This design comes from an exercise in tuning for small area on the open sky130 flow, not from production work. In this exercise RTL edits were held to simulation tests only and were not proved equivalent to the original.

==> flow/design.v <==
`default_nettype none
module operand_mult_array (
    input  logic           CLK,
    input  logic           RST_N,
    input  logic           accept,
    input  logic [127:0]   operands,
    output logic [127:0]   products,
    output logic           products_valid
);
    localparam int LANES  = 4;
    localparam int OP_W   = 16;
    localparam int PROD_W = 2 * OP_W;
    localparam int HALF_W = OP_W / 2;
    localparam int PART_W = OP_W + HALF_W;
    logic [127:0]                    op_q;
    logic                            op_valid;
    logic [LANES*PART_W-1:0]         part_lo;
    logic [LANES*PART_W-1:0]         part_hi;
    logic                            part_valid;
    always_ff @(posedge CLK or negedge RST_N) begin
        if (!RST_N) begin
            op_valid       <= 1'b0;
            part_valid     <= 1'b0;
            products_valid <= 1'b0;
        end else begin
            op_valid       <= accept;
            part_valid     <= op_valid;
            products_valid <= part_valid;
        end
    end
    always_ff @(posedge CLK) begin
        if (accept) begin
            op_q <= operands;
        end
    end
    for (genvar i = 0; i < LANES; i++) begin : g_lane
        wire [OP_W-1:0] a = op_q[64 + OP_W*i +: OP_W];
        wire [OP_W-1:0] b = op_q[OP_W*i +: OP_W];
        always_ff @(posedge CLK) begin
            part_lo[PART_W*i +: PART_W] <= a * b[HALF_W-1:0];
            part_hi[PART_W*i +: PART_W] <= a * b[OP_W-1:HALF_W];
        end
        always_ff @(posedge CLK) begin
            products[PROD_W*i +: PROD_W] <= {part_hi[PART_W*i +: PART_W], {HALF_W{1'b0}}} + {{HALF_W{1'b0}}, part_lo[PART_W*i +: PART_W]};
        end
    end
endmodule
`default_nettype wire
`default_nettype none
module product_adder_tree (
    input  logic           CLK,
    input  logic           RST_N,
    input  logic [127:0]   products,
    input  logic           products_valid,
    output logic           result_valid,
    output logic [33:0]    result_sum
);
    localparam int PROD_W   = 32;
    localparam int PSUM_W   = PROD_W + 1;
    localparam int RESULT_W = PROD_W + 2;
    logic [127:0]                prod_q;
    logic                        prod_valid;
    logic [PSUM_W-1:0]           psum_01;
    logic [PSUM_W-1:0]           psum_23;
    logic                        psum_valid;
    logic [PSUM_W-1:0]           psum_01_q;
    logic [PSUM_W-1:0]           psum_23_q;
    logic                        psum_q_valid;
    logic [RESULT_W-1:0]         sum_q;
    logic                        sum_valid;
    always_ff @(posedge CLK or negedge RST_N) begin
        if (!RST_N) begin
            prod_valid   <= 1'b0;
            psum_valid   <= 1'b0;
            psum_q_valid <= 1'b0;
            sum_valid    <= 1'b0;
        end else begin
            prod_valid   <= products_valid;
            psum_valid   <= prod_valid;
            psum_q_valid <= psum_valid;
            sum_valid    <= psum_q_valid;
        end
    end
    always_ff @(posedge CLK) begin
        if (products_valid) begin
            prod_q <= products;
        end
        psum_01   <= {1'b0, prod_q[31:0]}  + {1'b0, prod_q[63:32]};
        psum_23   <= {1'b0, prod_q[95:64]} + {1'b0, prod_q[127:96]};
        psum_01_q <= psum_01;
        psum_23_q <= psum_23;
        sum_q     <= {1'b0, psum_01_q} + {1'b0, psum_23_q};
    end
    assign result_valid = sum_valid;
    assign result_sum   = sum_q;
endmodule
`default_nettype wire
`default_nettype none
module result_buffer_ctrl #(
    parameter int BUF_DEPTH = 64,
    parameter int AW        = 6,
    parameter int DW        = 34
) (
    input  logic           CLK,
    input  logic           RST_N,
    input  logic           en_mac,
    input  logic           en_block_read,
    input  logic           result_valid,
    input  logic [DW-1:0]  result_sum,
    input  logic [DW-1:0]  rd_data,
    output logic           accept,
    output logic           rdy_mac,
    output logic           rdy_block_read,
    output logic           wr_en,
    output logic [AW-1:0]  wr_addr_o,
    output logic [DW-1:0]  wr_data,
    output logic           rd_en,
    output logic [AW-1:0]  rd_addr_o,
    output logic           mem_val_valid,
    output logic [DW-1:0]  mem_val_data
);
    localparam logic [AW:0]   FILL_MAX  = BUF_DEPTH;
    localparam logic [AW-1:0] LAST_ADDR = BUF_DEPTH - 1;
    localparam logic [1:0] IDLE    = 2'b00;
    localparam logic [1:0] WRITING = 2'b01;
    localparam logic [1:0] FULL    = 2'b10;
    localparam logic [1:0] READING = 2'b11;
    logic [1:0]    state;
    logic [1:0]    state_nxt;
    logic [AW:0]   acc_cnt;
    logic [AW-1:0] wr_addr;
    logic [AW-1:0] rd_addr;
    logic          wr_fire;
    logic          rd_fire;
    logic          rd_valid_q;
    assign rdy_mac = ((state == IDLE) || (state == WRITING)) && (acc_cnt < FILL_MAX);
    assign rdy_block_read = (state == FULL);
    assign accept         = en_mac && rdy_mac;
    assign wr_fire = result_valid && (state == WRITING);
    assign rd_fire = (state == READING);
    assign wr_en     = wr_fire;
    assign wr_addr_o = wr_addr;
    assign wr_data   = result_sum;
    assign rd_en     = rd_fire;
    assign rd_addr_o = rd_addr;
    always_comb begin
        state_nxt = state;
        case (state)
            IDLE: begin
                if (accept) begin
                    state_nxt = WRITING;
                end
            end
            WRITING: begin
                if (wr_fire && (wr_addr == LAST_ADDR)) begin
                    state_nxt = FULL;
                end
            end
            FULL: begin
                if (en_block_read) begin
                    state_nxt = READING;
                end
            end
            READING: begin
                if (rd_addr == LAST_ADDR) begin
                    state_nxt = IDLE;
                end
            end
            default: state_nxt = IDLE;
        endcase
    end
    always_ff @(posedge CLK or negedge RST_N) begin
        if (!RST_N) begin
            state <= IDLE;
        end else begin
            state <= state_nxt;
        end
    end
    always_ff @(posedge CLK or negedge RST_N) begin
        if (!RST_N) begin
            acc_cnt <= '0;
            wr_addr <= '0;
            rd_addr <= '0;
        end else begin
            if (state == READING) begin
                acc_cnt <= '0;
            end else if (accept) begin
                acc_cnt <= acc_cnt + 1'b1;
            end
            if (wr_fire) begin
                wr_addr <= wr_addr + 1'b1;
            end
            if (rd_fire) begin
                rd_addr <= rd_addr + 1'b1;
            end
        end
    end
    always_ff @(posedge CLK or negedge RST_N) begin
        if (!RST_N) begin
            rd_valid_q    <= 1'b0;
            mem_val_valid <= 1'b0;
        end else begin
            rd_valid_q    <= rd_fire;
            mem_val_valid <= rd_valid_q;
        end
    end
    always_ff @(posedge CLK) begin
        mem_val_data <= rd_data;
    end
endmodule
`default_nettype wire
`default_nettype none
module result_ram #(
    parameter int BUF_DEPTH = 64,
    parameter int AW        = 6,
    parameter int DW        = 34
) (
    input  logic           CLK,
    input  logic           wr_en,
    input  logic [AW-1:0]  wr_addr,
    input  logic [DW-1:0]  wr_data,
    input  logic           rd_en,
    input  logic [AW-1:0]  rd_addr,
    output logic [DW-1:0]  rd_data
);
    logic [DW-1:0] mem [BUF_DEPTH];
    always_ff @(posedge CLK) begin
        if (wr_en) begin
            mem[wr_addr] <= wr_data;
        end
    end
    always_ff @(posedge CLK) begin
        if (rd_en) begin
            rd_data <= mem[rd_addr];
        end
    end
endmodule
`default_nettype wire
`default_nettype none
module mac_buff_top (
    input  logic           CLK,
    input  logic           RST_N,
    input  logic           en_mac,
    input  logic [127:0]   operands,
    input  logic           en_block_read,
    output logic           rdy_mac,
    output logic           rdy_block_read,
    output logic           mem_val_valid,
    output logic [33:0]    mem_val_data
);
    localparam int BUF_DEPTH = 64;
    localparam int AW        = 6;
    localparam int DW        = 34;
    logic           accept;
    logic [127:0]   products;
    logic           products_valid;
    logic           result_valid;
    logic [DW-1:0]  result_sum;
    logic           wr_en;
    logic [AW-1:0]  wr_addr;
    logic [DW-1:0]  wr_data;
    logic           rd_en;
    logic [AW-1:0]  rd_addr;
    logic [DW-1:0]  rd_data;
    operand_mult_array u_mult (
        .CLK            (CLK),
        .RST_N          (RST_N),
        .accept         (accept),
        .operands       (operands),
        .products       (products),
        .products_valid (products_valid)
    );
    product_adder_tree u_adder (
        .CLK            (CLK),
        .RST_N          (RST_N),
        .products       (products),
        .products_valid (products_valid),
        .result_valid   (result_valid),
        .result_sum     (result_sum)
    );
    result_buffer_ctrl #(
        .BUF_DEPTH (BUF_DEPTH),
        .AW        (AW),
        .DW        (DW)
    ) u_ctrl (
        .CLK            (CLK),
        .RST_N          (RST_N),
        .en_mac         (en_mac),
        .en_block_read  (en_block_read),
        .result_valid   (result_valid),
        .result_sum     (result_sum),
        .rd_data        (rd_data),
        .accept         (accept),
        .rdy_mac        (rdy_mac),
        .rdy_block_read (rdy_block_read),
        .wr_en          (wr_en),
        .wr_addr_o      (wr_addr),
        .wr_data        (wr_data),
        .rd_en          (rd_en),
        .rd_addr_o      (rd_addr),
        .mem_val_valid  (mem_val_valid),
        .mem_val_data   (mem_val_data)
    );
    result_ram #(
        .BUF_DEPTH (BUF_DEPTH),
        .AW        (AW),
        .DW        (DW)
    ) u_ram (
        .CLK     (CLK),
        .wr_en   (wr_en),
        .wr_addr (wr_addr),
        .wr_data (wr_data),
        .rd_en   (rd_en),
        .rd_addr (rd_addr),
        .rd_data (rd_data)
    );
endmodule
`default_nettype wire
==> flow/run.sh <==
#!/bin/bash
# synth_recipe.tcl (not shown) runs the flow's synth.tcl, then flattens the netlist and writes it again
# the make line also repeats each setting of config.mk as NAME=value (left out here)
make -C /OpenROAD-flow-scripts/flow DESIGN_CONFIG=/design/flow/config.mk WORK_HOME=/design/flow/orfs CLKGATE_MAP_FILE= SYNTH_SCRIPT=/design/flow/synth_recipe.tcl finish
==> flow/config.mk <==
export PLATFORM = sky130hd
export DESIGN_NAME = mac_buff_top
export DESIGN_NICKNAME = mac_buff_top
export VERILOG_FILES = /design/flow/design.v
export SDC_FILE = /design/flow/constraint.sdc
export NUM_CORES = 4
export LEC_CHECK = 0
export CAP_MARGIN = 20
export CORE_MARGIN = 2
export CORE_UTILIZATION = 40
export SLEW_MARGIN = 20
==> flow/constraint.sdc <==
create_clock -name core_clock -period 6.0 [get_ports {CLK}]
set_input_delay 1.2000 -clock core_clock [delete_from_list [all_inputs] [get_ports {CLK}]]
set_output_delay 1.2000 -clock core_clock [all_outputs]
set_load 0.01 [all_outputs]
==> summary.txt <==
Syn Nets = 10500
Die W = 603.1 µm
die area = 0.3637 mm²
Adder-Cell Fraction of Synth Area = 14.00%
Critical-path top delay cell = edfxtp_1
Post-DP HPWL = 222400 µm
post_cts resized = 0
Final Core Density = 45.42%
Starting Density = 40.27%
slowest cell delay on critical path = 0.73 ns
compound-cell area share of the yosys netlist = 3.871%
Most common cell on crit path = fa_1
initial antenna violation count = 28
Fmax = 186.1 MHz
1st-pass router iterations = 5
Startpoint Class = flip-flop
H-tree Lvls = 5
Core Area = 0.3565 mm²
filler cell count = 30820
post-synthesis mux area share = 10.50%
worst path cell trace = nand2_1, fa_1, fa_1, inv_1, fa_1, inv_1, fa_1, inv_1, ha_1, nand2_1, o21ai_0, a41oi_1, o21ai_0, a21oi_1, a211oi_1, a21o_1, a21oi_1, xnor2_1
fin nets = 10810
GRT Total Usage = 18.71%
vias per cell = 5.268
Worst R2R Path Depth = 18
Avg WL per Cell = 23.47 µm
setup repair after global routing missed its margin = no
Clk Latency, worst-skew pair = 0.93 ns
ys async rst share = 0.9947%
first-pass GRT wire length = 514900 µm
status = finished clean
Syn Area/Cell = 15.66 µm²
Hold Path Depth = 0
Top Ports = 169
final hold violation count = 0
post-layout min period = 5.375 ns
clk root buf = clkbuf_16
DR vias = 76380
Clock Skews = 0.07737 ns
Worst Hold Class = reg -> reg
Worst Hold Path EP = u_adder.psum_q_valid
vias in the first global route = 80960
worst setup path class = reg -> reg
main flop type after synthesis = edfxtp_1
Layout area overhead = 12.77%
final setup vio count = 0
share of layout cells above drive strength 1 = 14.39%
RR Endpoint = u_mult.part_lo[70]
Final Wtd Congestion = 0.8628
Worst Tran Pin Value = 1.153 ns
commonest non-fill, non-tap cells in the layout = edfxtp_1 (2466), inv_1 (879), and2_1 (870)
Synth warnings = 4
Synth cell types = 87
Final ANT Viol Nets = 0
clock transition at the registers of the reported paths = 0.06 ns
Inserted Clock Buffers = 323
largest net degree at the start of global routing = 136
CP Capture Type = flip-flop
setup TNS = 0 ns
drt drc = 0
combinational family with the most area after synthesis = adder cells
FF-to-FF setup slack = 0.63 ns
max_slew headroom = 22.90%
total congestion overflow = 0
crit-path max FO = 16
mapped cell area = 0.1436 mm²
Req. time, crit path = 6.75 ns
post-CTS setup buffers = 0
chip height = 603.1 µm
part of the Yosys area used for sequential elements = 59.35%
final worst hold slack = 0.3102 ns
simple-gate share of the synthesized area = 6.933%
Rows = 219
Post-Synthesis Cells = 9171
CTS Hold Bufs = 0
DRT iter0 DRCs = 6027
Max-Cap Viols = 0
XOR/XNOR Fraction of Synth Area = 1.958%
Clock Sinks = 3016
hold_sp = u_adder.psum_valid
crit share post-route = 89.58%
number of buffers and inverters on the critical path = 3
Post-synth EDFFs = 2466
CTS tree = built
Slew Limit Fails = 0
Port-buffer cells = 168
WL final = 340300 µm
register bit count reported by yosys = 3016
CTS max path bufs = 4
CP top delay family = adder cells
commonest non-fill, non-tap cell in the layout = edfxtp_1
WP data arrival = 6.13 ns
worst reg2reg path startpoint = u_mult.op_q[35]
==> logic make-up after synthesis <==
group / after synthesis
compound gates: 864
flops: 3016
xor+xnor: 321
fa+ha+maj: 1199
simple gates: 1830
buf+inv: 1223
mux: 718
==> cell usage after synthesis (all sizes together) (28+ instances only) <==
cell	number	area share [%]
nand2b	43	0.19
nor2	246	0.64
a31oi	28	0.14
xnor2	231	1.4
o21a	35	0.18
clkbuf	234	0.61
and2	870	3.8
nand2	309	0.81
nor3	39	0.14
buf	109	0.48
mux4	630	9.9
and3	40	0.17
fa	679	9.5
o21bai	28	0.15
edfxtp	2466	52
a21o	107	0.56
o21ai	145	0.52
xor2	90	0.55
dfrtp	30	0.52
dfxtp	520	7.3
ha	520	4.5
inv	879	2.3
a211oi	100	0.53
nor2b	129	0.56
nand3	78	0.27
a21oi	303	1.1
mux2i	86	0.60
==> sequential cells by signal, indices dropped and copies added (netlist names), 34 cells and up <==
register	flops
u_mult.op_q	128
u_mult.products	128
u_adder.sum_q	34
u_adder.prod_q	128
u_ram.mem	2176
u_mult.part_lo	96
u_ram.rd_data	34
u_ctrl.mem_val_data	34
u_mult.part_hi	96
==> cell type report <==
type / instances / area (µm²) / share of cell area [%]
inverters: 880 / 3308 / 2.043
clock inverters: 162 / 1301 / 0.8037
well taps: 4751 / 5944 / 3.671
repair buffers: 323 / 3141 / 1.940
clock buffers: 429 / 8874 / 5.480
flip-flops and latches: 3016 / 85360 / 52.72
multi-input cells: 4932 / 53980 / 33.34
diodes: 5 / 12.51 / 0.007728
==> through the flow <==
step,std cells,setup slack [ns],area (µm²)
final,14500,0.6252,161900
after global routing,14490,0.2956,161900
after CTS,14490,0.6246,161800
after detailed placement,13900,0.6496,151600
after global placement,13900,0.5380,151500
after floorplan,9171,0.8987,143600
==> worst register-to-register path: stages (launching register included) <==
cell and delay [ns]:
edfxtp_1 0.73, nand2_1 0.16, fa_1 0.51, fa_1 0.56
inv_1 0.05, fa_1 0.47, inv_1 0.05, fa_1 0.48
inv_1 0.04, ha_1 0.31, nand2_1 0.07, o21ai_0 0.34
a41oi_1 0.22, o21ai_0 0.36, a21oi_1 0.16, a211oi_1 0.35
a21o_1 0.18, a21oi_1 0.08, xnor2_1 0.12
==> metal layers <==
metal | global-route usage [%] | part of all wire [%] | vias to the layer above
met4 | 5.009 | 2.6 | 8
met5 | 0 | 0.015 | -
met3 | 2.354 | 5.2 | 477
li1 | - | - | 33800
met2 | 31.93 | 50 | 1998
met1 | 25.27 | 43 | 40090
==> how the worst max path moves through the flow <==
| stage | slack [ns] | from | depth (start not counted) | endpoint |
|---|---|---|---|---|
| final | 0.63 | u_mult.op_q[35] | 18 | u_mult.part_lo[70] |
| after global routing | 0.30 | u_mult.op_q[36] | 18 | u_mult.part_lo[71] |
| after CTS | 0.62 | u_mult.op_q[35] | 18 | u_mult.part_lo[71] |
| after detailed placement | 0.65 | u_mult.op_q[35] | 18 | u_mult.part_lo[71] |
| after global placement | 0.54 | u_mult.op_q[35] | 18 | u_mult.part_lo[71] |
| after floorplan | 0.90 | en_mac | 5 | u_ctrl.acc_cnt[5] |

separate check: timing with driven ports:
The results above use ideal ports. As a check the final layout listed here was re-extracted and re-timed, cells and wires unchanged.
Step 1: set_driving_cell puts a clkbuf_16 on CLK and a buf_2 on each other input, an assumption about the parent block.
Step 2 also shifts input and output timing later by t, the mid clock arrival at the registers, as if the neighbouring blocks saw the same clock.
a / b / c = no drivers / after step 1 / after step 2; a / b = the first two.
shift t [ns]: 0.988
slack for setup (ns): 0.625 / 0.625 / 0.625
hold WS [ns]: 0.310 / 0.310 / 0.310
worst setup path after step 2: register to register
cell pins on the clock port's net: 1
After both steps setup and hold are still met in this run. For this run, drivers alone change the setup slack by 0.000 ns; drivers and shift together by 0.000 ns.
